This design comes from an exercise in tuning for small area and a short achievable clock period on the open sky130 flow, not from production work. Function was checked by simulation only, so behaviour that the tests miss may differ from the original. Power figures rest on the tool's default switching activity, not on a simulated workload.

## run a
## committed_store_buffer
module committed_store_buffer #(
  parameter  int COMMIT_WIDTH = 4,
  parameter  int DEPTH        = 8,
  localparam int CNT_W        = $clog2(DEPTH) + 1
) (
  input  logic                         clk,
  input  logic                         rst,
  input  logic [COMMIT_WIDTH-1:0]      in_valid,
  input  logic [COMMIT_WIDTH*32-1:0]  in_addr,
  input  logic [COMMIT_WIDTH*32-1:0]  in_data,
  input  logic [COMMIT_WIDTH*4-1:0]   in_be,
  output logic [CNT_W-1:0]             free_slots,
  output logic                         empty,
  output logic                         overflow,
  output logic                         mem_req_valid,
  output logic [31:0]                  mem_req_addr,
  output logic [31:0]                  mem_req_data,
  output logic [3:0]                   mem_req_be,
  input  logic                         mem_req_ready,
  input  logic [31:0]                  ld_addr,
  output logic [3:0]                   fwd_mask,
  output logic [31:0]                  fwd_data
);
  logic [3:0] free_q;
  logic       ovf_q;
  logic [3:0] v, p, f;
  assign v    = in_valid;
  assign p[0] = |v;
  assign p[1] = (v[0] & v[1]) | (v[0] & v[2]) | (v[0] & v[3]) |
                (v[1] & v[2]) | (v[1] & v[3]) | (v[2] & v[3]);
  assign p[2] = (v[0] & v[1] & v[2]) | (v[0] & v[1] & v[3]) |
                (v[0] & v[2] & v[3]) | (v[1] & v[2] & v[3]);
  assign p[3] = &v;
  assign f[0] = |free_q;
  assign f[1] = free_q[3] | free_q[2] | free_q[1];
  assign f[2] = free_q[3] | free_q[2] | (free_q[1] & free_q[0]);
  assign f[3] = free_q[3] | free_q[2];
  logic       empty_w, accept, fire;
  logic [2:0] pc;
  assign empty_w = free_q[3];
  assign accept  = &(~p | f);
  assign fire    = !empty_w && mem_req_ready;
  assign pc      = {p[3], p[1] & ~p[3], (p[0] & ~p[1]) | (p[2] & ~p[3])};
  logic [7:0] live;
  for (genvar i = 0; i < 8; i++) begin : g_live
    assign live[i] = (free_q <= 4'(7 - i));
  end
  logic [7:0] bs;
  for (genvar m = 0; m < 8; m++) begin : g_base
    assign bs[m] = (free_q == 4'(8 - m) & !fire) | (free_q == 4'(7 - m) & fire);
  end
  logic [7:0] we;
  for (genvar i = 0; i < 8; i++) begin : g_we
    assign we[i] = accept & ((bs[i] & p[0]) |
                             ((i >= 1) ? bs[i >= 1 ? i - 1 : 0] & p[1] : 1'b0) |
  ...
For scale: ~550 flip-flops, about 420 I/O pins, roughly 30000 sq um of cells after synthesis.
==> flow/config.mk <==
export PLATFORM = sky130hd
export DESIGN_NAME = committed_store_buffer
export DESIGN_NICKNAME = committed_store_buffer
export VERILOG_FILES = /design/flow/design.v
export SDC_FILE = /design/flow/constraint.sdc
export NUM_CORES = 8
export LEC_CHECK = 0
export CAP_MARGIN = 20
export CORE_MARGIN = 2
export CORE_UTILIZATION = 40
export CTS_CLUSTER_DIAMETER = 100
export CTS_CLUSTER_SIZE = 20
export SLEW_MARGIN = 20
export SYNTH_HIERARCHICAL = 1
export TNS_END_PERCENT = 0
==> flow/constraint.sdc <==
create_clock -name core_clock -period 10.0 [get_ports {clk}]
set_input_delay 2.0000 -clock core_clock [delete_from_list [all_inputs] [get_ports {clk}]]
set_output_delay 2.0000 -clock core_clock [all_outputs]
set_load 0.01 [all_outputs]
standard.sh (not shown) runs the stock make flow with config.mk's settings and CLKGATE_MAP_FILE= SYNTH_SCRIPT=/design/flow/synth_recipe.tcl, a recipe that flattens the netlist after the stock synthesis.
==> flow/flow/run.sh <==
#!/bin/bash
# The standard layout (standard.sh: unchanged synthesis, steps and
# scripts), run in two parts:
#  - port buffers that global placement inserts are sky130_fd_sc_hd__buf_1
#    instead of the default pick; every port still gets its own buffer;
#  - timing repair aims for 5 ns of setup slack up to and including CTS,
#    and for 0 ns (plain repair of violations) after global routing.
set -euo pipefail
export BUFFER_PORTS_ARGS="-buffer_cell sky130_fd_sc_hd__buf_1"
SETUP_SLACK_MARGIN=5 bash standard.sh cts > standard_to_cts.log 2>&1
SETUP_SLACK_MARGIN=0 bash standard.sh > standard_finish.log 2>&1
Run a finished every step from synthesis to the final layout, and the layout passed the timing, design-rule and antenna checks.
Edits applied to the flow inputs when going from run a to run b:
==> flow/flow/run.sh <==
#!/bin/bash
# The standard layout (standard.sh: unchanged synthesis, steps and
# scripts), run in two parts:
#  - port buffers that global placement inserts are sky130_fd_sc_hd__buf_1
#    instead of the default pick; every port still gets its own buffer;
#  - timing repair aims for 4 ns of setup slack up to and including CTS,
#    and for 0 ns (plain repair of violations) after global routing.
set -euo pipefail
export BUFFER_PORTS_ARGS="-buffer_cell sky130_fd_sc_hd__buf_1"
SETUP_SLACK_MARGIN=4 bash standard.sh cts > standard_to_cts.log 2>&1
SETUP_SLACK_MARGIN=0 bash standard.sh > standard_finish.log 2>&1
diff --git a/flow/config.mk b/flow/config.mk
--- a/flow/config.mk
+++ b/flow/config.mk
@@ -9,3 +9,3 @@
 export CORE_MARGIN = 2
-export CORE_UTILIZATION = 40
+export CORE_UTILIZATION = 65
 export CTS_CLUSTER_DIAMETER = 100
@@ -14,2 +14 @@
 export SYNTH_HIERARCHICAL = 1
-export TNS_END_PERCENT = 0
## What came out
Peak per-stage delay on the critical path | run b below run a. | sequential share of layout area | run a vs run b | ≈ equal |. In run b, the wire length of the first global-routing pass came out 0.41% below the value in run a. Going from run a to run b, post-route non-filler standard cell count has decreased, half-perimeter wire length after placement has decreased, largest net degree at the start of global routing has increased. Compared with run a, in run b floorplan die area went down by 29000 sq um; total met3 wirelength after detailed routing rose by about 36%; part of the power in registers increased 0.8 points; power consumed by combinational cells up about 3%. Compared to run a, run b has total iterations of the first detailed-routing run 14 lower.

---

Starting RTL as in the previous note.
clock: 10.0 ns
lec_check: 0
cap_margin: 20
core_margin: 2
core_utilization: 40
cts_cluster_diameter: 100
cts_cluster_size: 20
slew_margin: 20
synth_hierarchical: 1
==> flow/flow/run.sh <==
#!/bin/bash
# The standard layout (standard.sh: unchanged synthesis, steps and
# scripts), run in two parts:
#  - port buffers that global placement inserts are sky130_fd_sc_hd__buf_1
#    instead of the default pick; every port still gets its own buffer;
#  - timing repair aims for 4 ns of setup slack up to and including CTS,
#    and for 0 ns (plain repair of violations) after global routing.
set -euo pipefail
export BUFFER_PORTS_ARGS="-buffer_cell sky130_fd_sc_hd__buf_1"
SETUP_SLACK_MARGIN=4 bash standard.sh cts > standard_to_cts.log 2>&1
SETUP_SLACK_MARGIN=0 bash standard.sh > standard_finish.log 2>&1
The starting point completed without violations.
Next try:
==> flow/flow/run.sh (replaced) <==
#!/bin/bash
# The standard layout (standard.sh: unchanged synthesis, steps and
# scripts), run in two parts:
#  - port buffers that global placement inserts are sky130_fd_sc_hd__buf_1
#    instead of the default pick; every port still gets its own buffer;
set -euo pipefail
export BUFFER_PORTS_ARGS="-buffer_cell sky130_fd_sc_hd__buf_1"
SETUP_SLACK_MARGIN=5 bash standard.sh cts > standard_to_cts.log 2>&1
SETUP_SLACK_MARGIN=4 bash standard.sh > standard_finish.log 2>&1
Settings changed: TNS_END_PERCENT set to 0.
=>
- routed wire length falls slightly
- register-to-register slack is better by 0.16 ns
- cell count is about the same
- power came out higher slightly
Next try:
--- a/flow/flow/run.sh
+++ b/flow/flow/run.sh
@@ -5,0 +6,2 @@
+#  - timing repair aims for 4 ns of setup slack up to and including CTS,
+#    and for 0 ns (plain repair of violations) after global routing.
@@ -8,2 +10,2 @@
-SETUP_SLACK_MARGIN=5 bash standard.sh cts > standard_to_cts.log 2>&1
-SETUP_SLACK_MARGIN=4 bash standard.sh > standard_finish.log 2>&1
+SETUP_SLACK_MARGIN=4 bash standard.sh cts > standard_to_cts.log 2>&1
+SETUP_SLACK_MARGIN=0 bash standard.sh > standard_finish.log 2>&1
Settings changed: CORE_UTILIZATION 40 to 55, TNS_END_PERCENT 0 to unset.
Fmax is about the same.
Worst setup slack barely changes.
Count of clock-buffer cells in the layout went down by 8.
Power hardly moves.
Die area went down by a quarter to a third.
Cell count went down by a few percent.

==> what the ideal ports hide <==
No port has a modelled driver above. Below, the same layouts with a new extraction and two added sets of constraints. Step 1, drivers: a clkbuf_16 drives clk and a buf_2 each remaining input, both assumed. Step 2 adds t to the input delays and takes it off the output delays; t is the mean of the earliest and latest rising clock arrival at the registers after step 1. Input paths then give back, and output paths get back, about the clock's delay inside the block. Slacks: ideal / step 1 / step 2; pairs: ideal / step 1.
run	t, ns	slack for setup (ns)	hold slack, ns	clock arrival spread, ns
run a	0.651	3.551 / 3.473 / 3.438	0.472 / 0.472 / 0.472	0.025 / 0.025
run b	0.710	3.577 / 3.531 / 3.023	0.481 / 0.481 / 0.481	0.030 / 0.030
the first run of note 2	0.691	3.544 / 3.490 / 3.380	0.474 / 0.474 / 0.474	0.023 / 0.024
the second run of note 2	0.651	3.612 / 3.539 / 3.475	0.466 / 0.466 / 0.466	0.024 / 0.023
the third run of note 2	0.710	3.613 / 3.557 / 3.163	0.470 / 0.470 / 0.470	0.030 / 0.030
After both steps setup and hold are still met in every run listed. The setup slack of run b, which loses most, moves by -0.046 ns with the drivers and by -0.554 ns with both steps.
